What follows belongs to an exercise in optimizing a design on an open flow for small area; a production flow would make more cautious choices. Where RTL was checked, it was by simulation tests only, not by an equivalence proof against the original. No functional check of the RTL was part of run 1. The flow treats the clock pin as an ideal source, which a real chip does not have. Power figures rest on the tool's default switching activity, not on a simulated workload.

==> design/flow/design.v <==
`timescale 1ns/10ps
module fa1 (
  input  logic a,
  input  logic b,
  input  logic c,
  output logic s,
  output logic co
);
  assign {co, s} = a + b + c;
endmodule
module ha1 (
  input  logic a,
  input  logic b,
  output logic s,
  output logic co
);
  assign {co, s} = a + b;
endmodule
module boothCell (
  input  logic acc,
  input  logic b,      
  input  logic bm1,    
  input  logic one,
  input  logic two,
  input  logic neg,
  input  logic c,
  output logic s,
  output logic co
);
  wire pp = ((one & b) | (two & bm1)) ^ neg;
  fa1 u_fa (.a(acc), .b(pp), .c(c), .s(s), .co(co));
endmodule
module mux4c (
  input  logic [3:0] d,
  input  logic [1:0] s,
  output logic       y
);
  assign y = d[s];
endmodule
module mux8c (
  input  logic [7:0] d,
  input  logic [2:0] s,
  output logic       y
);
  logic [1:0] m;
  mux4c u_lo (.d(d[3:0]), .s(s[1:0]), .y(m[0]));
  mux4c u_hi (.d(d[7:4]), .s(s[1:0]), .y(m[1]));
  assign y = s[2] ? m[1] : m[0];
endmodule
module mux16c (
  input  logic [15:0] d,
  input  logic [3:0]  s,
  output logic        y
);
  logic [3:0] m;
  mux4c u_0 (.d(d[3:0]),   .s(s[1:0]), .y(m[0]));
  mux4c u_1 (.d(d[7:4]),   .s(s[1:0]), .y(m[1]));
  mux4c u_2 (.d(d[11:8]),  .s(s[1:0]), .y(m[2]));
  mux4c u_3 (.d(d[15:12]), .s(s[1:0]), .y(m[3]));
  mux4c u_4 (.d(m),        .s(s[3:2]), .y(y));
endmodule
module cpuTop (
  input  logic        clk,
  input  logic        reset,
  input  logic [15:0] instr,
  input  logic [15:0] memRdata,
  output logic [15:0] pc,
  output logic [15:0] memAddr,
  output logic [15:0] memWdata,
  output logic        memWrite,
  output logic        memEn
);
  logic [2:0] ph;     
  logic       r2;     
  logic       clr;    
  logic       pend;   
  wire [3:0] op = instr[15:12];
  wire [3:0] rd = instr[11:8];
  wire [3:0] fn = instr[7:4];
  wire [3:0] rs = instr[3:0];
  wire [7:0] imm = instr[7:0];
  wire isR    = (op == 4'd0);
  wire isScnd = (op == 4'd4);
  wire isJra  = (op == 4'd6);
  wire isLd   = (op == 4'd7);
  wire isSh   = (op == 4'd8);
  wire isSt   = (op == 4'd10);
  wire isBc   = (op == 4'd12);
  wire isJ    = (op == 4'd13);
  wire isJal  = (op == 4'd15);
  wire [3:0] code  = isR ? fn : op;
  wire aluOp  = isR || op == 4'd1 || op == 4'd2 || op == 4'd3 || op == 4'd5 ||
                op == 4'd9 || op == 4'd11 || op == 4'd14;
  wire isMul  = aluOp && code == 4'd14;
  wire isCmp  = aluOp && code == 4'd11;
  wire isAnd  = code == 4'd1;
  wire isOr   = code == 4'd2;
  wire isXor  = code == 4'd3;
  wire isNot  = isR && fn == 4'd4;
  wire isSub  = code == 4'd9 || code == 4'd11;
  wire logicOp = isAnd || isOr || isXor || isNot;
  wire cfW    = aluOp && !logicOp && !isMul && !isCmp && !(isR && fn == 4'd6);
  wire twoTurn = isLd || isMul || isSh;
  wire active  = !clr;
  wire last    = (ph == 3'd7);
  wire done    = active && last && (r2 || !twoTurn);
  always_ff @(posedge clk)
  begin
    if (reset)
    begin
      ph   <= 3'd0;
      r2   <= 1'b0;
      clr  <= 1'b1;
      pend <= 1'b0;
    end
    else
    begin
      ph   <= ph + 3'd1;
      if (last)
      begin
        r2  <= active && twoTurn && !r2;
        clr <= 1'b0;
      end
      pend <= active && last && isSt;
    end
  end
  logic [7:0] rf0 [16];   
  logic [7:0] rf1 [16];   
  wire [3:0] raA = rd;
  wire [3:0] raB = rs | {4{isJra}};
  logic [15:0] head0, head1;   
  always_comb
    for (int r = 0; r < 16; r++)
    begin
      head0[r] = rf0[r][0];
      head1[r] = rf1[r][0];
    end
  logic [1:0] rA, rB;
  mux16c u_rA0 (.d(head0), .s(raA), .y(rA[0]));
  mux16c u_rA1 (.d(head1), .s(raA), .y(rA[1]));
  mux16c u_rB0 (.d(head0), .s(raB), .y(rB[0]));
  mux16c u_rB1 (.d(head1), .s(raB), .y(rB[1]));
  logic [1:0] wd;
  logic       wen;
  wire  [3:0] wa = rd | {4{isJal}};
  always_ff @(posedge clk)
  begin
    for (int r = 0; r < 16; r++)
    begin
      if (clr)
      begin
        rf0[r] <= {1'b0, rf0[r][7:1]};
        rf1[r] <= {1'b0, rf1[r][7:1]};
      end
      else if (wen && wa == r[3:0])
      begin
        rf0[r] <= {wd[0], rf0[r][7:1]};
        rf1[r] <= {wd[1], rf1[r][7:1]};
      end
      else
      begin
        rf0[r] <= {rf0[r][0], rf0[r][7:1]};
        rf1[r] <= {rf1[r][0], rf1[r][7:1]};
      end
    end
  end
  logic fc, ff, fz, fl, fn_;
  logic cond;
  always_comb
  begin
    case (rd)
      4'd0:    cond = fz;
      4'd1:    cond = !fz;
      4'd2:    cond = fc;
      4'd3:    cond = !fc;
      4'd4:    cond = fl;
      4'd5:    cond = !fl;
      4'd6:    cond = fn_;
      4'd7:    cond = !fn_;
      4'd8:    cond = ff;
      4'd9:    cond = !ff;
      4'd14:   cond = 1'b1;
      default: cond = 1'b0;
    endcase
  end
  logic [15:0] mar;    
  logic [15:0] acc;    
  logic        cy;     
  logic        sgn;    
  logic [1:0] pcDig;
  mux8c u_pc0 (.d({pc[14], pc[12], pc[10], pc[8], pc[6], pc[4], pc[2], pc[0]}), .s(ph), .y(pcDig[0]));
  mux8c u_pc1 (.d({pc[15], pc[13], pc[11], pc[9], pc[7], pc[5], pc[3], pc[1]}), .s(ph), .y(pcDig[1]));
  wire [1:0] immDig = ph[2] ? {2{imm[7]}} : imm[{ph[1:0], 1'b0} +: 2];
  wire usePc = isBc || isJal;
  wire [1:0] aD = usePc ? pcDig : rA;
  wire [1:0] xRaw = isR ? rB : immDig;
  wire xEn = isBc ? cond : !isJal;
  wire inv = aluOp && isSub;
  wire [1:0] xD = (xRaw & {2{xEn}}) ^ {2{inv}};
  wire cin0 = inv || isJal || (isBc && !cond);
  wire c0 = (ph == 3'd0) ? cin0 : cy;
  wire s0 = aD[0] ^ xD[0] ^ c0;
  wire c1 = (aD[0] & xD[0]) | (c0 & (aD[0] ^ xD[0]));
  wire s1 = aD[1] ^ xD[1] ^ c1;
  wire c2 = (aD[1] & xD[1]) | (c1 & (aD[1] ^ xD[1]));
  logic [1:0] aluDig;
  always_comb
  begin
    if (isAnd)      aluDig = aD & xRaw;
    else if (isOr)  aluDig = aD | xRaw;
    else if (isXor) aluDig = aD ^ xRaw;
    else if (isNot) aluDig = ~xRaw;
    else            aluDig = {s1, s0};
  end
  always_ff @(posedge clk)
  begin
    cy <= c2;
    if (reset)
    begin
      fc <= 1'b0; ff <= 1'b0; fz <= 1'b0; fl <= 1'b0; fn_ <= 1'b0;
    end
    else if (active && !r2)
    begin
      if (last && cfW)
      begin
        fc <= c2 ^ inv;
        ff <= !(aD[1] ^ xD[1]) && (s1 ^ aD[1]);
      end
      if (isCmp)
      begin
        fz <= (ph == 3'd0 || fz) && !s0 && !s1;
        if (last)
        begin
          fl <= !c2;
          fn_ <= c2 ^ aD[1] ^ xD[1];
        end
      end
    end
  end
  wire [1:0]  marIn   = isBc ? {s1, s0} : (isMul ? xRaw : rB);
  wire [15:0] marNext = {marIn, mar[15:2]};
  always_ff @(posedge clk)
  begin
    if (!r2)
      mar <= marNext;
  end
  wire mulStep = isMul && r2;
  wire ldStep  = isLd && r2 && ph == 3'd0;   
  wire bLow  = pb && ph != 3'd0;
  wire bOne  = mulStep && (rA[0] ^ bLow);
  wire bTwo  = mulStep && ((rA[1] & !rA[0] & !bLow) | (!rA[1] & rA[0] & bLow));
  wire bNeg  = mulStep && rA[1] && !(rA[0] && bLow);
  wire [15:0] accIn = acc | (ldStep ? memRdata : 16'd0);
  logic [15:0] psum;
  logic [16:0] pc_;    
  assign pc_[0] = bNeg;
  genvar gk;
  for (gk = 0; gk < 16; gk++)
  begin : g_row
    boothCell u_c (.acc(accIn[gk]), .b(mar[gk]), .bm1(gk == 0 ? 1'b0 : mar[gk == 0 ? 0 : gk - 1]),
                   .one(bOne), .two(bTwo), .neg(bNeg), .c(pc_[gk]), .s(psum[gk]), .co(pc_[gk + 1]));
  end
  wire [4:0] amt   = (fn[3:2] == 2'b00) ? instr[4:0] : mar[4:0];
  wire       arith = (fn[3:1] == 3'b001) || (fn == 4'b0110);
  wire [2:0] q     = amt[3:1];
  logic      pb;    
  logic      rb;    
  wire       rOdd  = (fn[3:2] == 2'b00) ? instr[0] : ((ph == 3'd0 && !r2) ? rB[0] : rb);
  wire [1:0] sIn   = rOdd ? {rA[0], pb} : rA;
  logic [1:0] tap;
  mux8c u_tap0 (.d({acc[2], acc[4], acc[6], acc[8], acc[10], acc[12], acc[14], sIn[0]}), .s(q), .y(tap[0]));
  mux8c u_tap1 (.d({acc[3], acc[5], acc[7], acc[9], acc[11], acc[13], acc[15], sIn[1]}), .s(q), .y(tap[1]));
  wire       ge1   = ph >= q;                          
  wire       ge0   = ph > q || (ph == q && !rOdd);   
  wire       fill  = amt[4] && arith && sgn;
  wire [1:0] shDig = {(ge1 ^ amt[4]) ? tap[1] : fill,
                      (ge0 ^ amt[4]) ? tap[0] : fill};
  wire [1:0]  accTop = isSh ? sIn : ((isMul || isLd) ? 2'b00 : rA);
  always_ff @(posedge clk)
  begin
    acc <= {accTop, psum[15:2]};
    pb  <= rA[1];
    if (ph == 3'd0 && !r2)
      rb <= rB[0];
    if (last && !r2)
      sgn <= rA[1];
  end
  always_comb
  begin
    wen = 1'b0;
    wd  = aluDig;
    if (active)
    begin
      if (r2)
      begin
        wen = 1'b1;
        if (isLd || isMul) wd = psum[1:0];
        else            wd = shDig;
      end
      else if (isScnd)
      begin
        wen = 1'b1;
        wd  = {1'b0, cond && ph == 3'd0};
      end
      else if (isJal)
      begin
        wen = 1'b1;
        wd  = {s1, s0};
      end
      else if (aluOp && !isCmp && !isMul)
        wen = 1'b1;
    end
  end
  wire jmp = isBc || isJ || isJal || isJra;
  logic [15:0] pcInc;
  logic [16:0] ic;
  assign ic[0] = done && !jmp;
  genvar gi;
  for (gi = 0; gi < 16; gi++)
  begin : g_inc
    ha1 u_h (.a(pc[gi]), .b(ic[gi]), .s(pcInc[gi]), .co(ic[gi + 1]));
  end
  always_ff @(posedge clk)
  begin
    if (reset)
      pc <= 16'd0;
    else
      pc <= (done && jmp) ? marNext : pcInc;
  end
  assign memAddr  = mar;
  assign memWdata = acc;
  assign memWrite = pend && !reset;
  assign memEn    = (pend || (active && ldStep)) && !reset;
endmodule
==> design/flow/run.sh <==
#!/bin/bash
# synth_recipe.tcl (not shown) runs the flow's synth.tcl, then flattens the netlist and writes it again
# the make line also repeats each setting of config.mk as NAME=value (left out here)
make -C /OpenROAD-flow-scripts/flow DESIGN_CONFIG=/design/flow/config.mk WORK_HOME=/design/flow/orfs CLKGATE_MAP_FILE= SYNTH_SCRIPT=/design/flow/synth_recipe.tcl finish
==> design/flow/config.mk <==
export PLATFORM = sky130hd
export DESIGN_NAME = cpuTop
export DESIGN_NICKNAME = cpuTop
export VERILOG_FILES = /design/flow/design.v
export SDC_FILE = /design/flow/constraint.sdc
export NUM_CORES = 4
export LEC_CHECK = 0
export CAP_MARGIN = 20
export CORE_MARGIN = 2
export CORE_UTILIZATION = 40
export CTS_BUF_LIST = sky130_fd_sc_hd__clkbuf_8
export CTS_CLUSTER_DIAMETER = 60
export CTS_CLUSTER_SIZE = 20
export SLEW_MARGIN = 20
export SYNTH_HIERARCHICAL = 1
==> design/flow/constraint.sdc <==
create_clock -name core_clock -period 11.0 [get_ports {clk}]
set_input_delay 2.2000 -clock core_clock [delete_from_list [all_inputs] [get_ports {clk}]]
set_output_delay 2.2000 -clock core_clock [all_outputs]
set_load 0.01 [all_outputs]
==> results of run 1 <==
## power by group
group / leakage, nW / internal [mW] / switching [mW] / total, mW
sequential: 2.64 / 1.17 / 0.00884 / 1.18
combinational: 2.22 / 0.0554 / 0.0778 / 0.133
clock: 0.271 / 0.268 / 0.399 / 0.668
## worst min-delay path by stage
stage	startpoint	to	slack (ps)	cells past startpoint
after floorplan	rf0[0][1]$_DFF_P_	rf0[0][0]$_DFF_P_	310	0
after global placement	rf0[14][5]$_DFF_P_	rf0[14][4]$_DFF_P_	310	0
after detailed placement	rf0[0][7]$_SDFF_PP0_	rf0[0][6]$_DFF_P_	310	0
after CTS	rf1[0][6]$_DFF_P_	rf1[0][5]$_DFF_P_	320	0
after global routing	rf0[0][6]$_DFF_P_	rf0[0][5]$_DFF_P_	320	0
final	rf0[14][5]$_DFF_P_	rf0[14][4]$_DFF_P_	320	0
## kinds of logic (layout without fill, tap and decap cells)
family / Yosys count / in the layout / share of synthesized area [%]
simple gates: 133 / 133 / 6.87
mux: 62 / 62 / 9.40
buf+inv: 46 / 168 / 1.94
xor+xnor: 21 / 21 / 1.69
fa+ha+maj: 47 / 47 / 6.73
compound gates: 183 / 183 / 13.0
other cells: 1 / 1 / 0.0345
flops: 319 / 319 / 60.4
## flip-flops by register name (all words and copies together), names as in the netlist
name,count
rf0,128
rf1,128
acc,16
mar,16
pc,16
ph,3
clr,1
cy,1
fc,1
ff,1
fl,1
fn_,1
fz,1
pb,1
pend,1
r2,1
rb,1
sgn,1
## cell type report
cell class,count,share of cell area (%)
inverters,19,0.560
flip-flops and latches,319,51.5
repair buffers,110,8.12
well taps,341,3.35
clock buffers,26,2.81
clock inverters,13,1.40
multi-input cells,447,32.3
## through the flow
| stage | power, mW | setup TNS, ps | cell area [um^2] | worst slack, ps | hold slack (ps) |
|---|---|---|---|---|---|
| 2_1_floorplan | 1.28 | 0 | 10900 | 39.9 | 310 |
| 3_3_place_gp | 1.33 | -158 | 12200 | -158 | 310 |
| 3_5_place_dp | 1.33 | -245 | 12200 | -245 | 312 |
| 4_1_cts | 2.00 | 0 | 12700 | 356 | 320 |
| 5_1_grt | 2.05 | 0 | 12700 | 79.3 | 316 |
| 6_report | 1.98 | 0 | 12700 | 321 | 320 |
## Yosys stat by module (local to each module, per instance), excerpt
module / flip-flops and latches / copies in the design / cell area [um^2]
cpuTop: 319 / 1 / 9310
mux8c: 0 / 4 / 15.0
boothCell: 0 / 16 / 21.3
ha1: 0 / 16 / 12.5
mux4c: 0 / 28 / 22.5
fa1: 0 / 16 / 20.0
## routing by layer
layer  vias up  global-route usage [%]  wire, um
li1       3155                       -         -
met1      3174                    24.1     11400
met2       171                    25.4     10300
met3        26                    2.78      1370
met4         0                    4.09       354
met5         -                       0         0
## worst reg2reg max path, stage by stage (launching register included)
cell     delay [ps]
dfxtp_1         370
mux4_2          480
mux4_2          550
ha_1            320
and3_1          190
a22oi_2         200
xnor2_1         120
fa_1            420
fa_1            410
fa_1            400
fa_1            400
fa_1            400
fa_1            390
fa_1            400
fa_1            400
fa_1            400
fa_1            390
fa_1            390
fa_1            400
fa_1            390
fa_1            380
fa_1            380
fa_1            430
## layout by cell type (no fill, tap or decap), types with 14 or more instances in the layout
master | Yosys | final
a211oi_1 | 14 | 14
a21o_1 | 17 | 17
a21oi_1 | 27 | 26
a22oi_2 | 16 | 16
a31oi_1 | 17 | 17
buf_4 | 4 | 27
clkbuf_8 | 0 | 26
clkdlybuf4s50_1 | 0 | 83
dfxtp_1 | 302 | 302
edfxtp_1 | 17 | 17
fa_1 | 19 | 19
ha_1 | 28 | 28
inv_1 | 19 | 19
mux2i_1 | 24 | 24
mux4_2 | 30 | 30
nand2_1 | 23 | 23
nor2_1 | 37 | 37
o21ai_0 | 39 | 39
xnor2_1 | 20 | 20
==> run notes, run 1 <==
largest net degree at the start of global routing 38; Total GRT Usage 16.4%; CP endpoint acc[13]$_DFF_P_; TritonRoute pass-1 iters 5; gpl congestion 0.908; Syn Area/Cell 13.4 um^2; fmax 93.6 MHz; clk root buf clkbuf_8; die area 28500 um^2; Final Critical Period 10680 ps; fraction of layout cells with a size suffix above 1 16.3%; Core Box Area 26800 um^2; post-synth cell types 75; clk buf depth 3; number of synthesized flops with an enable pin 17; placed instance count 1236; # diodes 0; Mapped Nets 893; total I/O pin count 84; WP buf/inv 2; Main synth FF type dfxtp_1; final core area utilization 47.5%; vias in the first global route 6222; Routed WL 23.4 mm; FILL cells 2340; final hold violation count 0; number of max-cap violations 0; Iteration-0 DRC Markers 513; Buffers on Ports 83; fin. max-slew vios 0; first-pass GRT wire length 36.4 mm; Syn Std Cell Area 10900 um^2; CP cell instances clkdlybuf4s50_1, buf_4, mux4_2, mux4_2, ha_1, and3_1, a22oi_2, xnor2_1, fa_1, fa_1, fa_1, fa_1, fa_1, fa_1, fa_1, fa_1, fa_1, fa_1, fa_1, fa_1, fa_1, fa_1, fa_1, fa_1; Setup violations, final 0; commonest cells in the netlist 302 x dfxtp_1, 39 x o21ai_0, 37 x nor2_1; Setup Skew 43.0 ps; Register-to-Register Setup Slack 2250 ps; Clock Latency Late Sink 580 ps; CP dominant cell by count fa_1; Avg WL per Cell 18.4 um; Final #Nets 1003; cell area power density 155 nW/um^2; share of the synthesized area in the top cell type 55.7%; initial antenna violation count 0; CP Depth 24; worst hold path class flip-flop to flip-flop; Slew @ Worst Pin 837 ps; CP max-delay cell mux4_2; crit path DAT 11130 ps; Synth async-reset ratio 0%; FF+latch count, synth 319; Finished Layout Cells 1275; DR vias 6526; register area share after synthesis 60.4%; clock buffer count from CTS 25; Worst path top cell family by delay adder cells; HPWL after detailed placement 17.3 mm; Worst Path Required 11450 ps; H-tree depth 1; status finished clean; DRC 0; Cell Rows 60; Mapped Cells 812; area of the multi-input gates 4110 um^2; Synth warnings 9; initial core utilization 40.5%; Antenna Nets Post-Route 0; type of destination of the critical path flip-flop; Worst Setup SP instr[8]; Max-slew headroom 44.0%; Post-CTS Resized 0; CTS Sinks 319; Slowest Stage Delay on Critical Path 550 ps; Yosys top cell by area dfxtp_1; critical path startpoint category primary input; CTS tree built; FF-to-FF Start rf0[1][0]$_DFF_P_; Die Y 169 um; worst-path fanout max 7; drt via density 5.12; most frequent cell after synthesis dfxtp_1; postcts setup bufs 0; register area 6560 um^2; Clock transition at path regs 110 ps; Area contributors post-synth dfxtp_1 56%, mux4_2 6.2%, edfxtp_1 4.7%; Layout Area Growth over Synthesis 17.2%; Peak VDD IR 0.133 mV; Die Wd 169 um; leak pwr 5.13 nW; CP Class primary input to flip-flop; CTS Hold Buffers Added 0; Tcrit/Tclk final 97.1%; GR Overflow Total 0; RSZ-0062 raised after global routing no; r2r endpoint acc[13]$_DFF_P_; R2R depth 22
==> run 2: changes to the inputs <==
--- a/design/flow/design.v
+++ b/design/flow/design.v
@@ -31,4 +31,22 @@
   fa1 u_fa (.a(acc), .b(pp), .c(c), .s(s), .co(co));
 endmodule
+module wrDecode (
+  input  logic [3:0]  wa,
+  input  logic        wen,
+  input  logic        clr,
+  output logic [15:0] sel
+);
+  always_comb
+    for (int r = 0; r < 16; r++)
+      sel[r] = clr || (wen && wa == r[3:0]);
+endmodule
+module mux2c (
+  input  logic a,
+  input  logic b,
+  input  logic s,
+  output logic y
+);
+  assign y = s ? b : a;
+endmodule
 module mux4c (
   input  logic [3:0] d,
@@ -144,23 +162,20 @@
   logic       wen;
   wire  [3:0] wa = rd | {4{isJal}};
+  logic [15:0] wsel;
+  logic [15:0] tail0, tail1;   
+  wire  [1:0]  wdat = wd & {2{!clr}};
+  wrDecode u_wdec (.wa(wa), .wen(wen), .clr(clr), .sel(wsel));
+  genvar gr;
+  for (gr = 0; gr < 16; gr++)
+  begin : g_wr
+    mux2c u_t0 (.a(head0[gr]), .b(wdat[0]), .s(wsel[gr]), .y(tail0[gr]));
+    mux2c u_t1 (.a(head1[gr]), .b(wdat[1]), .s(wsel[gr]), .y(tail1[gr]));
+  end
   always_ff @(posedge clk)
   begin
     for (int r = 0; r < 16; r++)
     begin
-      if (clr)
-      begin
-        rf0[r] <= {1'b0, rf0[r][7:1]};
-        rf1[r] <= {1'b0, rf1[r][7:1]};
-      end
-      else if (wen && wa == r[3:0])
-      begin
-        rf0[r] <= {wd[0], rf0[r][7:1]};
-        rf1[r] <= {wd[1], rf1[r][7:1]};
-      end
-      else
-      begin
-        rf0[r] <= {rf0[r][0], rf0[r][7:1]};
-        rf1[r] <= {rf1[r][0], rf1[r][7:1]};
-      end
+      rf0[r] <= {tail0[r], rf0[r][7:1]};
+      rf1[r] <= {tail1[r], rf1[r][7:1]};
     end
   end
@@ -188,4 +203,5 @@
   logic        cy;     
   logic        sgn;    
+  logic        pb;     
   logic [1:0] pcDig;
   mux8c u_pc0 (.d({pc[14], pc[12], pc[10], pc[8], pc[6], pc[4], pc[2], pc[0]}), .s(ph), .y(pcDig[0]));
@@ -264,5 +280,4 @@
   wire       arith = (fn[3:1] == 3'b001) || (fn == 4'b0110);
   wire [2:0] q     = amt[3:1];
-  logic      pb;    
   logic      rb;    
   wire       rOdd  = (fn[3:2] == 2'b00) ? instr[0] : ((ph == 3'd0 && !r2) ? rB[0] : rb);
==> design/flow/flow/run.sh (new file) <==
#!/bin/bash
# Own flow: the standard layout (standard.sh, with its standard
# synthesis unchanged) with three settings passed through ORFS's own
# variables:
#  - port buffers are the smallest buffer, sky130_fd_sc_hd__buf_1 (every
#    input and output port still gets its own buffer);
#  - clock tree synthesis uses clkbuf_8 clusters and adds no dummy loads;
#  - before global routing, gates off the critical paths are downsized
#    (flow/recover.tcl); global routing's repair steps then run as usual.
# make's full output goes to flow.log here; ORFS keeps each step's log under
# orfs/logs/.
set -euo pipefail
export BUFFER_PORTS_ARGS="-buffer_cell sky130_fd_sc_hd__buf_1"
export CTS_ARGS="-sink_clustering_enable -repair_clock_nets -dont_use_dummy_load -buf_list sky130_fd_sc_hd__clkbuf_8 -sink_clustering_size 20 -sink_clustering_max_diameter 60"
export PRE_GLOBAL_ROUTE_TCL="$PWD/flow/recover.tcl"
bash standard.sh > flow.log 2>&1
==> design/flow/flow/recover.tcl (new file) <==
# Sourced by ORFS before global routing (PRE_GLOBAL_ROUTE_TCL): downsize
# gates that have timing slack to spare. Global routing's own repair_design
# and repair_timing run after this and fix any slew, capacitance or timing
# this leaves, and its detailed placement legalises the resized cells.
estimate_parasitics -placement
repair_timing -recover_power 100 -verbose
==> design/flow/standard.sh (new file) <==
#!/bin/bash
# synth_recipe.tcl (not shown) runs the flow's synth.tcl, then flattens the netlist and writes it again
# the make line also repeats each setting of config.mk as NAME=value (left out here)
make -C /OpenROAD-flow-scripts/flow DESIGN_CONFIG=/design/flow/config.mk WORK_HOME=/design/flow/orfs CLKGATE_MAP_FILE= SYNTH_SCRIPT=/design/flow/synth_recipe.tcl "${@:-finish}"
--- a/design/flow/config.mk
+++ b/design/flow/config.mk
@@ -9,7 +9,4 @@
 export CORE_MARGIN = 2
 export CORE_UTILIZATION = 40
-export CTS_BUF_LIST = sky130_fd_sc_hd__clkbuf_8
-export CTS_CLUSTER_DIAMETER = 60
-export CTS_CLUSTER_SIZE = 20
 export SLEW_MARGIN = 20
 export SYNTH_HIERARCHICAL = 1
removed: design/flow/run.sh
==> run 2 against run 1 <==
  * Die area is 0.20% higher
  * Global-route usage is 0.51 points lower
  * Sequential power hardly changed
  * Power is 7.2% lower
  * Synthesized area is 0.21% higher
  * Combinational power is 18% lower
  * Register-to-register slack worse by 110 ps
  * First-iteration DRC count is 21% lower
  * Worst setup slack better by 280 ps
  * Sequential share of layout area is 3.8 points higher
  * Critical endpoint unchanged
  * Largest power group unchanged
==> run notes, run 2 <==
status finished clean; clk buf depth 3 (unchanged); Max-slew headroom 40.1% (-3.9 points); cell area power density 155 nW/um^2 (-0.29%); Mapped Cells 795 (-2.1%); clk root buf clkbuf_8; Syn Std Cell Area 10900 um^2 (+0.21%); Worst path top cell family by delay adder cells; Synth warnings 10 (+1); Synth async-reset ratio 0% (unchanged); type of destination of the critical path flip-flop; Die Wd 169 um (+0.10%); Area contributors post-synth dfxtp_1 56%, mux4_2 5.8%, mux2_4 5.0%; most frequent cell after synthesis dfxtp_1; TritonRoute pass-1 iters 5 (unchanged); Worst Path Required 11400 ps (-50 ps); die area 28500 um^2 (+0.20%); Total GRT Usage 15.9% (-0.51 points); crit path DAT 10800 ps (-330 ps); Reg power frac 64.9% (+5.4 points); critical path startpoint category primary input; Regs by FF count rf0: 128 flops, rf1: 128 flops; number of max-cap violations 0 (unchanged); first-pass GRT wire length 35.0 mm (-3.9%); fraction of layout cells with a size suffix above 1 13.2% (-3.1 points); Post-CTS Resized 0 (unchanged); CP dominant cell by count fa_1; CP Class primary input to flip-flop; share of the synthesized area in the top cell type 55.6% (-0.12 points); H-tree depth 1 (unchanged); Cell Rows 60 (unchanged); initial core utilization 40.6% (+0.084 points); Main synth FF type dfxtp_1; Final Critical Period 10400 ps (-282 ps); clock buffer count from CTS 25 (unchanged); Syn Area/Cell 13.7 um^2 (+2.4%); Setup Skew 65.8 ps (+22.8 ps); Setup violations, final 0 (unchanged); Tot Pwr 1.83 mW (-7.2%); HPWL after detailed placement 16.6 mm (-3.8%); Iteration-0 DRC Markers 403 (-21%); Antenna Nets Post-Route 0 (unchanged); CTS Sinks 319 (unchanged); Clock transition at path regs 100 ps (about the same); fin. max-slew vios 0 (unchanged); drt via density 5.01 (-2.1%); Slew @ Worst Pin 898 ps (+61.0 ps); WP buf/inv 2 (unchanged); clock share of power 29.2% (-4.6 points); Tcrit/Tclk final 94.5% (-2.6 points); FF+latch count, synth 319 (unchanged); RSZ-0062 raised after global routing no; number of synthesized flops with an enable pin 17 (unchanged); Avg WL per Cell 18.4 um (about the same); Final #Nets 979 (-2.4%); fmax 96.2 MHz (+2.7%); Slowest Stage Delay on Critical Path 550 ps (about the same); Clock Latency Late Sink 560 ps (-20 ps); CP cell instances buf_1, buf_12, mux4_2, mux4_2, ha_1, and3_2, a22oi_1, xnor2_1, fa_1, fa_1, fa_1, fa_1, fa_1, fa_1, fa_1, fa_1, fa_1, fa_1, fa_1, fa_1, fa_1, fa_1, fa_1, fa_1; Logic pwr share 5.9% (-0.8 points); worst hold path class flip-flop to flip-flop; register area share after synthesis 60.3% (-0.12 points); Mapped Nets 876 (-1.9%); CTS tree built; CTS Hold Buffers Added 0 (unchanged); most common cell after layout, fill and taps aside dfxtp_1; Routed WL 22.8 mm (-2.9%); largest net degree at the start of global routing 30 (-21%); DR vias 6211 (-4.8%); Sw Share 22.4% (-2.1 points); gpl congestion 0.889 (-2.2%); Setup TNS 0 ps (unchanged); most frequent cells in the layout 302 x dfxtp_1, 82 x buf_1, 53 x nand2_1; leak pwr 4.81 nW (-6.2%); Peak VDD IR 0.112 mV (-16%); initial antenna violation count 3 (+3); GR Overflow Total 0 (unchanged); total I/O pin count 84 (unchanged); commonest cells in the netlist 302 x dfxtp_1, 53 x nand2_1, 36 x mux2_4; Core Box Area 26800 um^2 (unchanged); worst-path fanout max 13 (+6); Layout Area Growth over Synthesis 8.89%; Yosys top cell by area dfxtp_1; final hold violation count 0 (unchanged); postcts setup bufs 0 (unchanged); DRC 0 (unchanged); P_sw 0.412 mW (-15%); CP max-delay cell mux4_2; Buffers on Ports 83 (unchanged); post-synth cell types 75 (unchanged); internal power 1.42 mW (-4.6%); Die Y 169 um (+0.10%); vias in the first global route 5958 (-4.2%)
==> run 2: cell types whose count changed in the layout (fill, tap and decap cells not counted), moves of 9 or more <==
cell             change
mux2_1              +30
clkdlybuf4s50_1     -83
nand2_1             +30
mux2i_1              -9
a31oi_1             -15
nor2_1              -15
buf_1               +82
o21ai_0             -26
buf_4               -15
==> run 2: power by group through the flow <==
stage | logic, mW | registers (mW) | clock network (mW)
finish | 0.109 | 1.19 | 0.535
global route | 0.119 | 1.19 | 0.602
CTS | 0.110 | 1.19 | 0.560
detailed placement | 0.110 | 1.22 | 0
global placement | 0.110 | 1.22 | 0
floorplan | 0.0766 | 1.21 | 0
==> run 2: kinds of logic after synthesis <==
group,after synthesis,share of synthesized area (%)
multiplexers,85,12.8
adder cells (fa/ha/maj),47,6.71
XOR/XNOR,26,2.09
other,1,0.0345
flip-flops,319,60.3
AND/OR/NAND/NOR,143,7.12
AO/OA/AOI/OAI,126,9.03
buffers and inverters,48,2.00
==> run 2: through the flow <==
stage,std cells,util (%),hold WS [ps],area (um^2),worst slack [ps]
floorplan,795,-,310,10900,33.6
global placement,1212,43.4,310,11600,200
detailed placement,1212,43.4,312,11600,130
CTS,1237,44.7,307,12000,671
global route,1237,44.2,299,11800,367
finish,1239,44.2,302,11800,603
==> run 2: final cells by class <==
type,instances,area (um^2)
diodes,2,5.00
clock buffers,25,344
fillers,2470,15000
inverters,25,93.8
multi-input cells,428,3990
flip-flops and latches,319,6560
well taps,341,427
repair buffers,99,435
==> run 2: worst reg2reg max path, stage by stage, from the launching register on <==
cell and delay [ps]:
dfxtp_1 660, inv_1 180, ha_1 300, nand2b_1 220
nand2_1 130, inv_1 70, ha_1 210, and3_2 200
a22oi_1 210, xnor2_1 120, fa_1 430, fa_1 410
fa_1 410, fa_1 390, fa_1 400, fa_1 410
fa_1 410, fa_1 400, fa_1 400, fa_1 390
fa_1 380, fa_1 390, fa_1 390, fa_1 400
fa_1 390, fa_1 430
==> run 2: routing by layer <==
metal	global-route usage [%]	share of wire [%]	wire, um	up-vias
met5	0	0	0	-
met4	3.97	2.3	529	0
met3	3.46	5.9	1350	37
met2	23.7	42	9660	147
met1	23.6	49	11200	3040
li1	-	-	-	2987
==> run 2: worst paths after layout <==
| check | endpoint | slack (ps) | startpoint | depth (start not counted) |
|---|---|---|---|---|
| max | acc[13]$_DFF_P_ | 600 | instr[8] | 24 |
| min | rf1[15][2]$_DFF_P_ | 300 | rf1[15][3]$_DFF_P_ | 0 |
| max reg2reg | acc[13]$_DFF_P_ | 2140 | ph[0]$_SDFF_PP0_ | 25 |
| min reg2reg | rf1[15][2]$_DFF_P_ | 300 | rf1[15][3]$_DFF_P_ | 0 |
==> run 2: Yosys stat by module, one instance, submodules excluded, excerpt <==
module / cell area (um^2) / cells inside / flops+latches
wrDecode: 215 / 29 / 0
boothCell: 21.3 / 2 / 0
mux4c: 22.5 / 1 / 0
cpuTop: 8630 / 638 / 319
ha1: 12.5 / 1 / 0
fa1: 20.0 / 1 / 0
mux2c: 15.0 / 1 / 0
==> run 3: changes to the inputs <==
--- a/design/flow/design.v
+++ b/design/flow/design.v
@@ -92,5 +92,4 @@
   logic       r2;     
   logic       clr;    
-  logic       pend;   
   wire [3:0] op = instr[15:12];
   wire [3:0] rd = instr[11:8];
@@ -119,5 +118,5 @@
   wire logicOp = isAnd || isOr || isXor || isNot;
   wire cfW    = aluOp && !logicOp && !isMul && !isCmp && !(isR && fn == 4'd6);
-  wire twoTurn = isLd || isMul || isSh;
+  wire twoTurn = isLd || isMul || isSh || isSt;
   wire active  = !clr;
   wire last    = (ph == 3'd7);
@@ -130,5 +129,4 @@
       r2   <= 1'b0;
       clr  <= 1'b1;
-      pend <= 1'b0;
     end
     else
@@ -140,5 +138,4 @@
         clr <= 1'b0;
       end
-      pend <= active && last && isSt;
     end
   end
@@ -280,10 +277,11 @@
   wire       arith = (fn[3:1] == 3'b001) || (fn == 4'b0110);
   wire [2:0] q     = amt[3:1];
-  logic      rb;    
-  wire       rOdd  = (fn[3:2] == 2'b00) ? instr[0] : ((ph == 3'd0 && !r2) ? rB[0] : rb);
-  wire [1:0] sIn   = rOdd ? {rA[0], pb} : rA;
-  logic [1:0] tap;
-  mux8c u_tap0 (.d({acc[2], acc[4], acc[6], acc[8], acc[10], acc[12], acc[14], sIn[0]}), .s(q), .y(tap[0]));
-  mux8c u_tap1 (.d({acc[3], acc[5], acc[7], acc[9], acc[11], acc[13], acc[15], sIn[1]}), .s(q), .y(tap[1]));
+  wire       rOdd  = amt[0];
+  wire [3:0] j     = {1'b0, q} + {3'd0, rOdd};
+  logic       tapE, tapO, tapO8;
+  mux8c u_tapE (.d({acc[2], acc[4], acc[6], acc[8], acc[10], acc[12], acc[14], rA[0]}), .s(q), .y(tapE));
+  mux8c u_tapO (.d({acc[3], acc[5], acc[7], acc[9], acc[11], acc[13], acc[15], rA[1]}), .s(j[2:0]), .y(tapO8));
+  assign tapO = j[3] ? acc[1] : tapO8;
+  wire [1:0] tap = rOdd ? {tapE, tapO} : {tapO, tapE};
   wire       ge1   = ph >= q;                          
   wire       ge0   = ph > q || (ph == q && !rOdd);   
@@ -291,11 +289,9 @@
   wire [1:0] shDig = {(ge1 ^ amt[4]) ? tap[1] : fill,
                       (ge0 ^ amt[4]) ? tap[0] : fill};
-  wire [1:0]  accTop = isSh ? sIn : ((isMul || isLd) ? 2'b00 : rA);
+  wire [1:0]  accTop = (isMul || isLd) ? 2'b00 : rA;
   always_ff @(posedge clk)
   begin
     acc <= {accTop, psum[15:2]};
     pb  <= rA[1];
-    if (ph == 3'd0 && !r2)
-      rb <= rB[0];
     if (last && !r2)
       sgn <= rA[1];
@@ -310,4 +306,5 @@
       begin
         wen = 1'b1;
+        wen = !isSt;
         if (isLd || isMul) wd = psum[1:0];
         else            wd = shDig;
@@ -345,5 +342,6 @@
   assign memAddr  = mar;
   assign memWdata = acc;
-  assign memWrite = pend && !reset;
-  assign memEn    = (pend || (active && ldStep)) && !reset;
+  wire memStep = active && r2 && ph == 3'd0 && (isLd || isSt);
+  assign memWrite = memStep && isSt && !reset;
+  assign memEn    = memStep && !reset;
 endmodule
==> design/flow/flow/run.sh (replaced) <==
#!/bin/bash
# Own flow: the standard layout (standard.sh, with its standard
# synthesis unchanged) with three settings passed through ORFS's own
# variables:
#  - port buffers are the smallest buffer, sky130_fd_sc_hd__buf_1 (every
#    input and output port still gets its own buffer);
#  - clock tree synthesis uses clkbuf_8 clusters and adds no dummy loads;
#  - before global routing, logic cells with timing to spare are swapped
#    for smaller cells of the same function (flow/downsize.tcl); global
#    routing's repair steps then run as usual.
# make's full output goes to flow.log here; ORFS keeps each step's log under
# orfs/logs/.
set -euo pipefail
export BUFFER_PORTS_ARGS="-buffer_cell sky130_fd_sc_hd__buf_1"
export CTS_ARGS="-sink_clustering_enable -repair_clock_nets -dont_use_dummy_load -buf_list sky130_fd_sc_hd__clkbuf_8 -sink_clustering_size 20 -sink_clustering_max_diameter 60"
export PRE_GLOBAL_ROUTE_TCL="$PWD/flow/downsize.tcl"
bash standard.sh > flow.log 2>&1
==> design/flow/flow/downsize.tcl (new file) <==
# Sourced by ORFS before global routing (PRE_GLOBAL_ROUTE_TCL). Global
# routing's own repair_design and repair_timing run after this and fix any
# slew, capacitance or timing it leaves; its detailed placement legalises
# the resized cells.
estimate_parasitics -placement
# Greedy downsizing: swap each logic cell for the smallest cell of the same
# family (same name up to the drive suffix, so the same function and pins)
# when setup slack stays above a margin and no max slew or capacitance
# limit is broken. Clock tree cells and port buffers are left alone.
set ds_margin 0.3e-9
set db [ord::get_db]
set block [ord::get_db_block]
set dont_use {}
if { [info exists ::env(DONT_USE_CELLS)] } { set dont_use $::env(DONT_USE_CELLS) }
array set fam {}
foreach lib [$db getLibs] {
  foreach m [$lib getMasters] {
    set n [$m getName]
    if { [regexp {^(sky130_fd_sc_hd__[a-z0-9]+(?:_[a-z][a-z0-9]*)*)_([0-9]+)$} $n -> base sz] } {
      if { [lsearch -exact $dont_use $n] < 0 } { lappend fam($base) $m }
    }
  }
}
proc ds_area { m } { return [expr { double([$m getWidth]) * [$m getHeight] }] }
proc ds_ok { margin } {
  if { [sta::worst_slack_cmd max] < $margin } { return 0 }
  if { [sta::max_slew_violation_count] > 0 } { return 0 }
  if { [sta::max_capacitance_violation_count] > 0 } { return 0 }
  return 1
}
set saved 0.0
set swaps 0
foreach inst [$block getInsts] {
  set m [$inst getMaster]
  set n [$m getName]
  set iname [$inst getName]
  if { [$inst isFixed] } { continue }
  if { [regexp {clkbuf|clkinv|clkdly|dlygate|tapvpwr|fill|decap|conb|df|dl|sdf|edf} $n] } { continue }
  if { [regexp {^(input|output)[0-9]+$} $iname] } { continue }
  if { ![regexp {^(sky130_fd_sc_hd__[a-z0-9]+(?:_[a-z][a-z0-9]*)*)_([0-9]+)$} $n -> base sz] } { continue }
  if { ![info exists fam($base)] } { continue }
  set cur [ds_area $m]
  set cands {}
  foreach c $fam($base) {
    if { [ds_area $c] < $cur } { lappend cands [list [ds_area $c] $c] }
  }
  foreach pair [lsort -real -index 0 $cands] {
    set c [lindex $pair 1]
    replace_cell $iname [$c getName]
    if { [ds_ok $ds_margin] } {
      set saved [expr { $saved + $cur - [lindex $pair 0] }]
      incr swaps
      break
    }
    replace_cell $iname $n
  }
}
puts "downsize: $swaps cells swapped, [expr {$saved / 1e6}] um2 saved"
removed: design/flow/flow/recover.tcl
==> run 3 against run 2 <==
  * The flow now stops in global routing
  * Synthesized area barely moved
  * Synthesized cell count up 0.75%
==> run notes, run 3 <==
Syn Area/Cell 13.6 um^2 (-0.76%); Buffers on Ports 83 (unchanged); register area share after synthesis 59.9% (-0.36 points); CTS Hold Buffers Added 0 (unchanged); Main synth FF type dfxtp_1; post-synth cell types 73 (-2.7%); Die Wd 169 um (about the same); Exit stage global routing; Synth async-reset ratio 0% (unchanged); clk buf depth 3 (unchanged); initial core utilization 40.6% (about the same); Mapped Nets 884 (+0.91%); commonest cells in the netlist 300 x dfxtp_1, 48 x nand2_1, 36 x mux2_4; Area contributors post-synth dfxtp_1 55%, mux4_2 6.2%, mux2_4 5.0%; Mapped Cells 801 (+0.75%); clk root buf clkbuf_8; Cell Rows 60 (unchanged); Placement Setup Slack 107 ps (-23.2 ps); Post-CTS Resized 0 (unchanged); HPWL after detailed placement 16.3 mm (-2.1%); postcts setup bufs 0 (unchanged); number of synthesized flops with an enable pin 17 (unchanged); First Err [ERROR EST-0104] inconsistent parasitics state; most frequent cell after synthesis dfxtp_1; Syn Std Cell Area 10900 um^2 (about the same); Yosys top cell by area dfxtp_1; Synth warnings 10 (unchanged); gpl congestion 0.932 (+4.8%); CTS Sinks 317 (-0.63%); total I/O pin count 84 (unchanged); status did not finish; FF+latch count, synth 317 (-0.63%); H-tree depth 1 (unchanged); share of the synthesized area in the top cell type 55.2% (-0.36 points); largest net degree at the start of global routing 31; clock buffer count from CTS 25 (unchanged); Die Y 169 um (about the same)
==> run 3: changes by cell type after synthesis, sizes merged, moves of 4 or more <==
cell and delta:
a21oi -5, buf -5, clkbuf +5, mux2 -5, nand2 -5, nand3 -4, nand3b +4, nor2 +4
o211ai +4, o21ai +7
==> run 3: metrics by stage <==
step | cells | instance area, um^2 | hold slack, ps
detailed placement | 1213 | 11600 | 312
CTS | 1238 | 12000 | 254
global placement | 1213 | 11600 | 310
floorplan | 801 | 10900 | 310
==> run 3: worst max-delay path by stage <==
stage                            endpoint  slack, ps  cells past startpoint
after floorplan           acc[13]$_DFF_P_         50                     21
after global placement    acc[13]$_DFF_P_        180                     24
after detailed placement  acc[13]$_DFF_P_        110                     24
after CTS                 acc[13]$_DFF_P_        620                     24
==> run 3: kinds of logic after synthesis <==
family | Yosys count | synth area share (%)
flip-flops | 317 | 59.9
AND/OR/NAND/NOR | 145 | 7.08
AO/OA/AOI/OAI | 135 | 9.57
multiplexers | 79 | 12.4
adder cells (fa/ha/maj) | 49 | 6.95
buffers and inverters | 47 | 1.84
XOR/XNOR | 28 | 2.25
other | 1 | 0.0345
==> run 3: power by group through the flow <==
stage | logic [mW] | clock network [mW] | registers (mW)
CTS | 0.121 | 0.550 | 1.18
detailed placement | 0.121 | 0 | 1.21
floorplan | 0.0841 | 0 | 1.20
global placement | 0.121 | 0 | 1.21
==> run 3: per-module statistics from Yosys, one instance, submodules excluded, a selection <==
module,flip-flops and latches,copies in the design,cell area [um^2],cells
boothCell,0,16,21.3,2
cpuTop,317,1,8630,644
fa1,0,16,20.0,1
ha1,0,16,12.5,1
mux2c,0,32,15.0,1
mux4c,0,28,22.5,1
mux8c,0,4,15.0,1
wrDecode,0,1,215,29
==> run 4: changes to the inputs <==
--- a/design/flow/flow/run.sh
+++ b/design/flow/flow/run.sh
@@ -6,5 +6,5 @@
 #    input and output port still gets its own buffer);
 #  - clock tree synthesis uses clkbuf_8 clusters and adds no dummy loads;
-#  - before global routing, logic cells with timing to spare are swapped
+#  - after clock tree synthesis, logic cells with timing to spare are swapped
 #    for smaller cells of the same function (flow/downsize.tcl); global
 #    routing's repair steps then run as usual.
@@ -14,4 +14,4 @@
 export BUFFER_PORTS_ARGS="-buffer_cell sky130_fd_sc_hd__buf_1"
 export CTS_ARGS="-sink_clustering_enable -repair_clock_nets -dont_use_dummy_load -buf_list sky130_fd_sc_hd__clkbuf_8 -sink_clustering_size 20 -sink_clustering_max_diameter 60"
-export PRE_GLOBAL_ROUTE_TCL="$PWD/flow/downsize.tcl"
+export POST_CTS_TCL="$PWD/flow/downsize.tcl"
 bash standard.sh > flow.log 2>&1
--- a/design/flow/flow/downsize.tcl
+++ b/design/flow/flow/downsize.tcl
@@ -1,6 +1,6 @@
-# Sourced by ORFS before global routing (PRE_GLOBAL_ROUTE_TCL). Global
-# routing's own repair_design and repair_timing run after this and fix any
-# slew, capacitance or timing it leaves; its detailed placement legalises
-# the resized cells.
+# Sourced by ORFS at the end of clock tree synthesis (POST_CTS_TCL), before
+# the CTS result is written. Global routing's own repair_design and
+# repair_timing run later, in their own step, and fix any slew, capacitance
+# or timing this leaves.
 estimate_parasitics -placement
 # Greedy downsizing: swap each logic cell for the smallest cell of the same
@@ -8,5 +8,5 @@
 # when setup slack stays above a margin and no max slew or capacitance
 # limit is broken. Clock tree cells and port buffers are left alone.
-set ds_margin 0.3e-9
+set ds_margin 0.15e-9
 set db [ord::get_db]
 set block [ord::get_db_block]
@@ -57,2 +57,4 @@
 }
 puts "downsize: $swaps cells swapped, [expr {$saved / 1e6}] um2 saved"
+detailed_placement
+check_placement -verbose
--- a/design/flow/config.mk
+++ b/design/flow/config.mk
@@ -8,5 +8,5 @@
 export CAP_MARGIN = 20
 export CORE_MARGIN = 2
-export CORE_UTILIZATION = 40
+export CORE_UTILIZATION = 65
 export SLEW_MARGIN = 20
 export SYNTH_HIERARCHICAL = 1
==> run 4 against run 3 <==
  * The run now finishes clean
  * Synthesized cell count did not move
  * Synthesized area did not move
==> run notes, run 4 <==
Buffers on Ports 83 (unchanged); Synth async-reset ratio 0% (unchanged); worst hold path class flip-flop to flip-flop; CP cell instances buf_1, buf_2, mux4_2, mux4_2, ha_1, and3_1, buf_1, a22oi_1, xnor2_1, fa_1, fa_1, fa_1, fa_1, fa_1, fa_1, fa_1, fa_1, fa_1, fa_1, fa_1, fa_1, fa_1, fa_1, fa_1; final hold violation count 0; Die Wd 133 um (-21%); HPWL after detailed placement 17.8 mm (+9.4%); CTS tree built; number of synthesized flops with an enable pin 17 (unchanged); initial antenna violation count 1; most frequent cell after synthesis dfxtp_1; leak pwr 4.73 nW; RSZ-0062 raised after global routing no; fmax 94.0 MHz; Worst Hold End rf0[15][5]$_DFF_P_; share of the synthesized area in the top cell type 55.2% (unchanged); Regs by FF count rf0: 128 flops, rf1: 128 flops; CP max-delay cell mux4_2; type of destination of the critical path flip-flop; total I/O pin count 84 (unchanged); post-synth cell types 73 (unchanged); Setup Skew 66.0 ps; Tcrit/Tclk final 96.7%; Setup TNS 0 ps; Avg WL per Cell 21.2 um; Max-slew headroom 34.3%; Syn Std Cell Area 10900 um^2 (unchanged); GR Overflow Total 0; cell area power density 157 nW/um^2; CTS Sinks 317 (unchanged); Setup violations, final 0; crit path DAT 11080 ps; FF-to-FF Start ph[0]$_SDFF_PP0_; CP dominant cell by count fa_1; Iteration-0 DRC Markers 518; critical path startpoint category primary input; Mapped Nets 884 (unchanged); gpl congestion 0.964 (+3.4%); fin. max-slew vios 0; largest net degree at the start of global routing 31; r2r endpoint acc[13]$_DFF_P_; Antenna Nets Post-Route 0; CP Class primary input to flip-flop; Area contributors post-synth dfxtp_1 55%, mux4_2 6.2%, mux2_4 5.0%; Yosys top cell by area dfxtp_1; DP Area 11500 um^2 (-1.3%); Slew @ Worst Pin 982 ps; status finished clean; Main synth FF type dfxtp_1; Final #Nets 978; die area 17800 um^2; Total GRT Usage 26.9%; Post-Layout Inst Area 11400 um^2; commonest cells in the netlist 300 x dfxtp_1, 48 x nand2_1, 36 x mux2_4; first-pass GRT wire length 36.4 mm; worst-path fanout max 15; Routed WL 23.6 mm; hold path depth 0; R2R depth 25; Tot Pwr 1.79 mW; FF+latch count, synth 317 (unchanged); TritonRoute pass-1 iters 5; initial core utilization 66.1% (+25 points); Clock Latency Late Sink 560 ps; DRC 0; Peak VDD IR 0.149 mV; Mapped Cells 801 (unchanged); register area share after synthesis 59.9% (unchanged); Cell Rows 47 (-22%); Register-to-Register Setup Slack 1900 ps; vias in the first global route 6508; Clock transition at path regs 110 ps; Final Critical Period 10630 ps; Layout Area Growth over Synthesis 4.96%; Core Box Area 16500 um^2; Worst Path Required 11450 ps; Syn Area/Cell 13.6 um^2 (unchanged); drt via density 5.82; DR vias 6478; Die Y 133 um (-21%); Synth warnings 10 (unchanged); fraction of layout cells with a size suffix above 1 8.17%; Finished Layout Cells 1114; most frequent cells in the layout 300 x dfxtp_1, 91 x buf_1, 48 x nand2_1; Slowest Stage Delay on Critical Path 580 ps; Hold Startpoint rf0[15][6]$_DFF_P_; final core area utilization 69.4%; most common cell after layout, fill and taps aside dfxtp_1; placed instance count 1092 (-10%); number of max-cap violations 0
run 4: logic make-up after synthesis:
family	Yosys count	synth area share, %
AOI/OAI and AO/OA	135	9.57
xor gates and xnor gates	28	2.25
adders and majority gates	49	6.95
buffers and inverters	47	1.84
DFF	317	59.9
muxes	79	12.4
other	1	0.0345
and+or+nand+nor	145	7.08
run 4: layer usage:
metal / global-route usage [%] / share of wire (%) / routed length (um) / up-vias
li1: - / - / - / 3003
met1: 38.1 / 44 / 10500 / 3168
met2: 43.3 / 46 / 10800 / 267
met3: 4.95 / 7.2 / 1690 / 40
met4: 7.33 / 2.5 / 579 / 0
met5: 0 / 0 / 0 / -
run 4: layout make-up:
| class | instances | area [um^2] |
|---|---|---|
| fillers | 1233 | 5050 |
| well taps | 220 | 275 |
| repair buffers | 94 | 357 |
| diodes | 1 | 2.50 |
| flip-flops and latches | 317 | 6520 |
| inverters | 24 | 90.1 |
| clock buffers | 21 | 289 |
| multi-input cells | 437 | 3890 |
run 4: per-stage QoR:
stage	setup slack [ps]	hold WS (ps)
finish	366	281
global route	44.5	280
detailed placement	80.2	312
global placement	266	310
floorplan	52.4	310
run 4: power by group:
group / leakage [nW] / internal [mW] / switching, mW
registers: 2.62 / 1.17 / 0.0124
logic: 1.96 / 0.0478 / 0.0732
clock network: 0.151 / 0.172 / 0.319
run 4: worst max-delay path by stage:
stage               startpoint         endpoint  slack, ps  cells past startpoint
finish                instr[8]  acc[13]$_DFF_P_        370                     24
global route          instr[8]  acc[13]$_DFF_P_         40                     24
detailed placement    instr[8]  acc[13]$_DFF_P_         80                     24
global placement      instr[8]  acc[13]$_DFF_P_        270                     24
floorplan             instr[8]  acc[13]$_DFF_P_         50                     21
run 4: critical path: cells and delay by family:
kind / cells / cell delay [ps]
AOI/OAI and AO/OA: 1 / 200
xor gates and xnor gates: 1 / 180
adders and majority gates: 16 / 6290
buffers and inverters: 3 / 870
muxes: 2 / 1130
and+or+nand+nor: 1 / 170
run 4: Yosys stat by module, one instance, submodules excluded, a selection:
| module | cell area (um^2) | cells inside |
|---|---|---|
| mux8c | 15.0 | 1 |
| cpuTop | 8630 | 644 |
| ha1 | 12.5 | 1 |
| boothCell | 21.3 | 2 |
| wrDecode | 215 | 29 |
| mux4c | 22.5 | 1 |
| mux2c | 15.0 | 1 |
==> run 5: changes to the inputs <==
--- a/design/flow/flow/downsize.tcl
+++ b/design/flow/flow/downsize.tcl
@@ -8,5 +8,5 @@
 # when setup slack stays above a margin and no max slew or capacitance
 # limit is broken. Clock tree cells and port buffers are left alone.
-set ds_margin 0.15e-9
+set ds_margin 0.3e-9
 set db [ord::get_db]
 set block [ord::get_db_block]
--- a/design/flow/config.mk
+++ b/design/flow/config.mk
@@ -8,5 +8,5 @@
 export CAP_MARGIN = 20
 export CORE_MARGIN = 2
-export CORE_UTILIZATION = 65
+export CORE_UTILIZATION = 40
 export SLEW_MARGIN = 20
 export SYNTH_HIERARCHICAL = 1
==> run 5 against run 4 <==
  * Sequential power barely moved
  * Final cell count rose by 11%
  * Clock skew rose by 38 ps
  * Worst setup slack improved by 60 ps
  * Sequential share of layout area fell by 1.0 points
  * Combinational power fell by 3%
  * Critical path type unchanged
  * Global-route usage fell by 12 points
  * Non-clock buffer count did not move
  * Hold slack got worse by 26 ps
==> run notes, run 5 <==
final hold violation count 0 (unchanged); Final Critical Period 10570 ps (-59.7 ps); Slowest Stage Delay on Critical Path 610 ps (+30 ps); gpl congestion 0.932 (-3.3%); DRC 0 (unchanged); Layout Area Growth over Synthesis 6.84%; Synth async-reset ratio 0% (unchanged); largest net degree at the start of global routing 31 (unchanged); Avg WL per Cell 17.6 um (-17%); CP Depth 24 (unchanged); Clock transition at path regs 100 ps (about the same); FILL cells 2492 (+100%); CTS tree built; Tot Pwr 1.82 mW (+1.7%); Final #Nets 982 (+0.41%); initial core utilization 40.6% (-25 points); Worst path top cell family by delay adder cells; CP cell instances buf_1, buf_2, mux4_2, mux4_2, ha_1, and3_1, a22oi_1, xnor2_1, fa_1, fa_1, fa_1, fa_1, fa_1, fa_1, fa_1, fa_1, fa_1, fa_1, fa_1, fa_1, fa_1, fa_1, fa_1, fa_1; Finished Layout Cells 1238 (+11%); Die Wd 169 um (+27%); Tcrit/Tclk final 96.1% (-0.54 points); crit path DAT 10950 ps (-130 ps); Regs by FF count rf0: 128 flops, rf1: 128 flops; initial antenna violation count 0 (-1); Area contributors post-synth dfxtp_1 55%, mux4_2 6.2%, mux2_4 5.0%; FF+latch count, synth 317 (unchanged); critical path startpoint category primary input; Mapped Nets 884 (unchanged); status finished clean; Worst Setup SP instr[8]; Peak VDD IR 0.101 mV (-32%); number of max-cap violations 0 (unchanged); Worst Path Required 11380 ps (-70 ps); worst hold path class flip-flop to flip-flop; CP endpoint acc[13]$_DFF_P_; most frequent cell after synthesis dfxtp_1; Total GRT Usage 15.2% (-12 points); HPWL after detailed placement 16.3 mm (-8.6%); Buffers on Ports 83 (unchanged); fin. max-slew vios 0 (unchanged); Setup violations, final 0 (unchanged); FF-to-FF Start ph[0]$_SDFF_PP0_; Main synth FF type dfxtp_1; worst-path fanout max 12 (-3); # diodes 0 (-1); Clock Latency Late Sink 580 ps (+20 ps); leak pwr 4.76 nW (+0.70%); most frequent cells in the layout 300 x dfxtp_1, 90 x buf_1, 48 x nand2_1; total I/O pin count 84 (unchanged); Core Box Area 26800 um^2 (+63%); CP Class primary input to flip-flop; Antenna Nets Post-Route 0 (unchanged); Setup Skew 104 ps (+38.1 ps); number of synthesized flops with an enable pin 17 (unchanged); Syn Std Cell Area 10900 um^2 (unchanged); Syn Area/Cell 13.6 um^2 (unchanged); GR Overflow Total 0 (unchanged); CP max-delay cell mux4_2; share of the synthesized area in the top cell type 55.2% (unchanged); WP buf/inv 2 (-1); Routed WL 21.7 mm (-7.8%); commonest cells in the netlist 300 x dfxtp_1, 48 x nand2_1, 36 x mux2_4; post-synth cell types 73 (unchanged); type of destination of the critical path flip-flop; Synth warnings 10 (unchanged); register area share after synthesis 59.9% (unchanged); Max-slew headroom 43.1% (+8.9 points); DR vias 6180 (-4.6%); DP Area 11600 um^2 (+1.3%); r2r endpoint acc[13]$_DFF_P_; drt via density 4.99 (-14%); CP dominant cell by count fa_1; first-pass GRT wire length 33.6 mm (-7.5%); Post-Layout Inst Area 11600 um^2 (+1.8%); placed instance count 1213 (+11%); Cell Rows 60 (+28%); Yosys top cell by area dfxtp_1; fmax 94.6 MHz (+0.56%); vias in the first global route 5761 (-11%); TritonRoute pass-1 iters 5 (unchanged); cell area power density 157 nW/um^2 (about the same); die area 28500 um^2 (+60%); Slew @ Worst Pin 850 ps (-132 ps); R2R depth 24 (-4.0%); Setup TNS 0 ps (unchanged); fraction of layout cells with a size suffix above 1 8.70% (+0.52 points); Iteration-0 DRC Markers 415 (-20%); Mapped Cells 801 (unchanged); Register-to-Register Setup Slack 2080 ps (+180 ps); CTS Sinks 317 (unchanged); Die Y 169 um (+27%); RSZ-0062 raised after global routing no; most common cell after layout, fill and taps aside dfxtp_1
run 5: cell types whose count changed in the layout (fill, tap and decap cells not counted), sizes merged:
cell / delta
clkbuf: +4
diode: -1
run 5: layout make-up:
type,instances,area (um^2),area share (%)
Sequential cell,317,6520,56.1
Multi-Input combinational cell,437,3890,33.5
Tap cell,341,427,3.67
Timing Repair Buffer,94,358,3.08
Clock buffer,25,344,2.96
Inverter,24,90.1,0.775
run 5: where the power goes:
| part | total, mW | switching, mW | internal (mW) |
|---|---|---|---|
| sequential | 1.18 | 0.0122 | 1.17 |
| clock | 0.526 | 0.323 | 0.203 |
| combinational | 0.117 | 0.0699 | 0.0475 |
run 5: modules after synthesis, one instance, submodules excluded, a selection:
module,copies in the design,flip-flops and latches,cells inside
mux8c,4,0,1
ha1,16,0,1
fa1,16,0,1
wrDecode,1,0,29
cpuTop,1,317,644
mux4c,28,0,1
boothCell,16,0,2
mux2c,32,0,1
run 5: cells by family after synthesis:
group / after synthesis / share of synthesized area [%]
buffers and inverters: 47 / 1.84
other: 1 / 0.0345
xor gates and xnor gates: 28 / 2.25
adders and majority gates: 49 / 6.95
and+or+nand+nor: 145 / 7.08
AOI/OAI and AO/OA: 135 / 9.57
muxes: 79 / 12.4
DFF: 317 / 59.9
run 5: per-stage QoR:
| stage | setup WS, ps | utilization, % | hold slack (ps) |
|---|---|---|---|
| 2_1_floorplan | 52.4 | - | 310 |
| 3_3_place_gp | 176 | 43.4 | 310 |
| 3_5_place_dp | 107 | 43.4 | 312 |
| 5_1_grt | 54.8 | 43.4 | 247 |
| 6_report | 426 | 43.4 | 255 |
run 5: worst min path at each step:
stage                             startpoint            endpoint  slack, ps  cells after the start
final                      rf0[0][6]$_DFF_P_   rf0[0][5]$_DFF_P_        260                      0
after global routing       rf0[0][6]$_DFF_P_   rf0[0][5]$_DFF_P_        250                      0
after detailed placement  rf0[14][1]$_DFF_P_  rf0[14][0]$_DFF_P_        310                      0
after global placement    rf0[15][3]$_DFF_P_  rf0[15][2]$_DFF_P_        310                      0
after floorplan            rf0[0][1]$_DFF_P_   rf0[0][0]$_DFF_P_        310                      0
run 5: routing by layer:
metal / GRT usage, % / up-vias / part of all wire [%]
met5: 0 / - / 0
met4: 3.82 / 0 / 1.6
met3: 2.53 / 26 / 4.8
met2: 23.0 / 149 / 44
met1: 22.7 / 2995 / 50
li1: - / 3010 / -
==> run 6: changes to the inputs <==
==> design/flow/flow/run.sh (replaced) <==
#!/bin/bash
# Own flow: the standard layout (standard.sh, with its standard
# synthesis unchanged) with three settings passed through ORFS's own
# variables:
#  - port buffers are the smallest buffer, sky130_fd_sc_hd__buf_1 (every
#    input and output port still gets its own buffer);
#  - clock tree synthesis uses clkbuf_16 clusters and adds no dummy loads;
#  - after clock tree synthesis, logic cells with timing to spare are swapped
#    for smaller cells of the same function (flow/downsize.tcl); global
#    routing's repair steps then run as usual.
# make's full output goes to flow.log here; ORFS keeps each step's log under
# orfs/logs/.
set -euo pipefail
export BUFFER_PORTS_ARGS="-buffer_cell sky130_fd_sc_hd__buf_1"
export CTS_ARGS="-sink_clustering_enable -repair_clock_nets -dont_use_dummy_load -buf_list sky130_fd_sc_hd__clkbuf_16 -sink_clustering_size 40 -sink_clustering_max_diameter 80"
export POST_CTS_TCL="$PWD/flow/downsize.tcl"
bash standard.sh > flow.log 2>&1
==> run 6 against run 5 <==
  * Power grew 2.4%
  * Still clean on timing, DRC and antenna
  * Critical path depth stayed put
  * Sequential power is essentially flat
  * Via count is 0.52% lower
  * Non-clock buffer count stayed put
  * Clock power up 8.4%
  * Critical endpoint unchanged
  * Largest power group unchanged
==> run notes, run 6 <==
final hold violation count 0 (unchanged); fin. max-slew vios 0 (unchanged); Final #Nets 972 (-1.0%); M3 GR Usage 2.31% (-0.21 points); worst-path fanout max 12 (unchanged); area of the multi-input gates 3890 um^2 (unchanged); Setup TNS 0 ps (unchanged); Clock Latency Late Sink 520 ps (-60 ps); drt via density 5.01 (+0.29%); Die Y 169 um (unchanged); DRC 0 (unchanged); Setup violations, final 0 (unchanged); Worst Setup SP instr[8]; Slew @ Worst Pin 858 ps (+8.84 ps); CTS tree built; number of synthesized flops with an enable pin 17 (unchanged); r2r endpoint acc[13]$_DFF_P_; DP Area 11600 um^2 (unchanged); Area contributors post-synth dfxtp_1 55%, mux4_2 6.2%, mux2_4 5.0%; Routed WL 21.7 mm (-0.16%); Register-to-Register Setup Slack 2110 ps (+30 ps); Antenna Nets Post-Route 0 (unchanged); Clock transition at path regs 100 ps (about the same); met1 Usage GRT 23.0% (+0.28 points); Core Box Area 26800 um^2 (unchanged); Mapped Nets 884 (unchanged); FF+latch count, synth 317 (unchanged); Yosys top cell by area dfxtp_1; most frequent cells in the layout 300 x dfxtp_1, 90 x buf_1, 48 x nand2_1; initial antenna violation count 0 (unchanged); leak pwr 4.77 nW (+0.12%); FILL cells 2497 (+0.20%); crit path DAT 10870 ps (-80 ps); cell area power density 160 nW/um^2 (+2.1%); number of max-cap violations 0 (unchanged); CP max-delay cell mux4_2; Post-Layout Inst Area 11700 um^2 (+0.29%); Layout Area Growth over Synthesis 7.15%; Avg WL per Cell 17.7 um (+0.66%); GR peak layer met2; Tcrit/Tclk final 95.9% (-0.23 points); R2R depth 24 (unchanged); TritonRoute pass-1 iters 5 (unchanged); Main synth FF type dfxtp_1; Synth async-reset ratio 0% (unchanged); FF-to-FF Start ph[0]$_SDFF_PP0_; CP Class primary input to flip-flop; Final Critical Period 10550 ps (-25.0 ps); Die Wd 169 um (unchanged); die area 28500 um^2 (unchanged); worst hold path class flip-flop to flip-flop; initial core utilization 40.6% (unchanged); CP dominant cell by count fa_1; Buffers on Ports 83 (unchanged); Synth warnings 10 (unchanged); most frequent cell after synthesis dfxtp_1; register area share after synthesis 59.9% (unchanged); critical path startpoint category primary input; Worst Path Required 11320 ps (-60 ps); DR vias 6148 (-0.52%); Peak VDD IR 0.109 mV (+7.4%); HPWL after detailed placement 16.3 mm (unchanged); final core area utilization 43.5% (+0.13 points); Syn Area/Cell 13.6 um^2 (unchanged); post-synth cell types 73 (unchanged); CP endpoint acc[13]$_DFF_P_; commonest cells in the netlist 300 x dfxtp_1, 48 x nand2_1, 36 x mux2_4; GR Overflow Total 0 (unchanged); CTS Sinks 317 (unchanged); most common cell after layout, fill and taps aside dfxtp_1; RSZ-0062 raised after global routing no; register area 6520 um^2 (unchanged); Slowest Stage Delay on Critical Path 610 ps (about the same); first-pass GRT wire length 33.4 mm (-0.62%); Max-slew headroom 42.6% (-0.59 points); Cell Rows 60 (unchanged); gpl congestion 0.932 (unchanged); Mapped Cells 801 (unchanged); Syn Std Cell Area 10900 um^2 (unchanged); met2 Track Usage GR 23.1% (+0.16 points); fmax 94.8 MHz (+0.24%); largest net degree at the start of global routing 41 (+32%); Total GRT Usage 15.1% (-0.075 points); Setup Skew 91.7 ps (-12.4 ps); fraction of layout cells with a size suffix above 1 7.67% (-1.0 points); status finished clean; Tot Pwr 1.87 mW (+2.4%); CP cell instances buf_1, clkbuf_4, mux4_2, mux4_2, ha_1, and3_1, a22oi_1, xnor2_1, fa_1, fa_1, fa_1, fa_1, fa_1, fa_1, fa_1, fa_1, fa_1, fa_1, fa_1, fa_1, fa_1, fa_1, fa_1, fa_1; Regs by FF count rf0: 128 flops, rf1: 128 flops; vias in the first global route 5704 (-0.99%); type of destination of the critical path flip-flop; Iteration-0 DRC Markers 519 (+25%); # diodes 0 (unchanged); share of the synthesized area in the top cell type 55.2% (unchanged); total I/O pin count 84 (unchanged)
run 6: changes by cell type in the layout (fill, tap and decap cells not counted):
cell	change
buf_2	-1
clkbuf_16	+15
clkbuf_4	+1
clkbuf_8	-25
run 6: layer usage:
metal	part of all wire [%]	up-vias
li1	-	2995
met1	50	2987
met2	44	149
met3	4.5	17
met4	1.1	0
met5	0	-
run 6: Yosys stat by module, one instance, submodules excluded, a selection:
module     copies in the design  flops+latches
mux8c                         4              0
mux4c                        28              0
wrDecode                      1              0
fa1                          16              0
cpuTop                        1            317
mux2c                        32              0
boothCell                    16              0
ha1                          16              0
run 6: kinds of logic (layout without fill, tap and decap cells):
kind of cell	Yosys count	after routing	synth area share (%)
flops	317	317	59.9
simple gates	145	145	7.08
compound gates	135	135	9.57
mux	79	79	12.4
fa+ha+maj	49	49	6.95
buf+inv	47	133	1.84
xor+xnor	28	28	2.25
other cells	1	1	0.0345
run 6: critical path, delay by kind of cell:
kind	cells	cell delay, ps
AO/OA/AOI/OAI	1	210
AND/OR/NAND/NOR	1	180
multiplexers	2	1150
buffers and inverters	2	340
adder cells (fa/ha/maj)	17	6660
XOR/XNOR	1	130
run 6: power breakdown:
part	leakage (nW)	internal (mW)	switching (mW)
Sequential	2.62	1.17	0.0122
Clock	0.185	0.246	0.324
Combinational	1.96	0.0475	0.0693
run 6: worst min-delay path by stage:
| stage | startpoint | to | slack, ps | depth (start not counted) |
|---|---|---|---|---|
| 2_1_floorplan | rf0[0][1]$_DFF_P_ | rf0[0][0]$_DFF_P_ | 310 | 0 |
| 3_3_place_gp | rf0[15][3]$_DFF_P_ | rf0[15][2]$_DFF_P_ | 310 | 0 |
| 6_report | rf1[0][1]$_DFF_P_ | rf1[0][0]$_DFF_P_ | 280 | 0 |
| 3_5_place_dp | rf0[14][1]$_DFF_P_ | rf0[14][0]$_DFF_P_ | 310 | 0 |
| 5_1_grt | rf1[0][1]$_DFF_P_ | rf1[0][0]$_DFF_P_ | 270 | 0 |
run 6: layout make-up:
type | count | area share (%)
multi-input cells | 437 | 33.4
clock buffers | 15 | 3.22
flip-flops and latches | 317 | 55.9
inverters | 24 | 0.773
repair buffers | 94 | 3.09
well taps | 341 | 3.66
run 6: stage by stage:
step                setup slack, ps  hold slack, ps  std cells
finish                          451             284       1228
global route                   84.6             269       1228
detailed placement              107             312       1213
global placement                176             310       1213
floorplan                      52.4             310        801

==> static timing again, ports no longer ideal <==
How much do the figures lean on ideal ports? The routed layouts below were timed once more, with nothing changed but the port constraints. Step 1: set_driving_cell puts a clkbuf_16 on clk and a buf_2 on each other input, an assumption about the parent block. Step 2, shift: input delay + t, output delay - t, t = (earliest + latest rising clock arrival at the registers) / 2. This alone moves slack from input paths to output paths. Three values: ideal ports, drivers, drivers and shift; two values: the first two.
| run | t, ns | setup slack, ns |
|---|---|---|
| run 1 | 0.599 | 0.321 / 0.338 / -0.260 |
| run 2 | 0.570 | 0.603 / 0.625 / 0.055 |
| run 4 | 0.574 | 0.366 / 0.384 / -0.190 |
| run 5 | 0.566 | 0.426 / 0.446 / -0.119 |
| run 6 | 0.524 | 0.451 / 0.480 / -0.044 |
With both steps, setup timing fails in run 1, run 4, run 5 and run 6, where it was met with ideal ports.
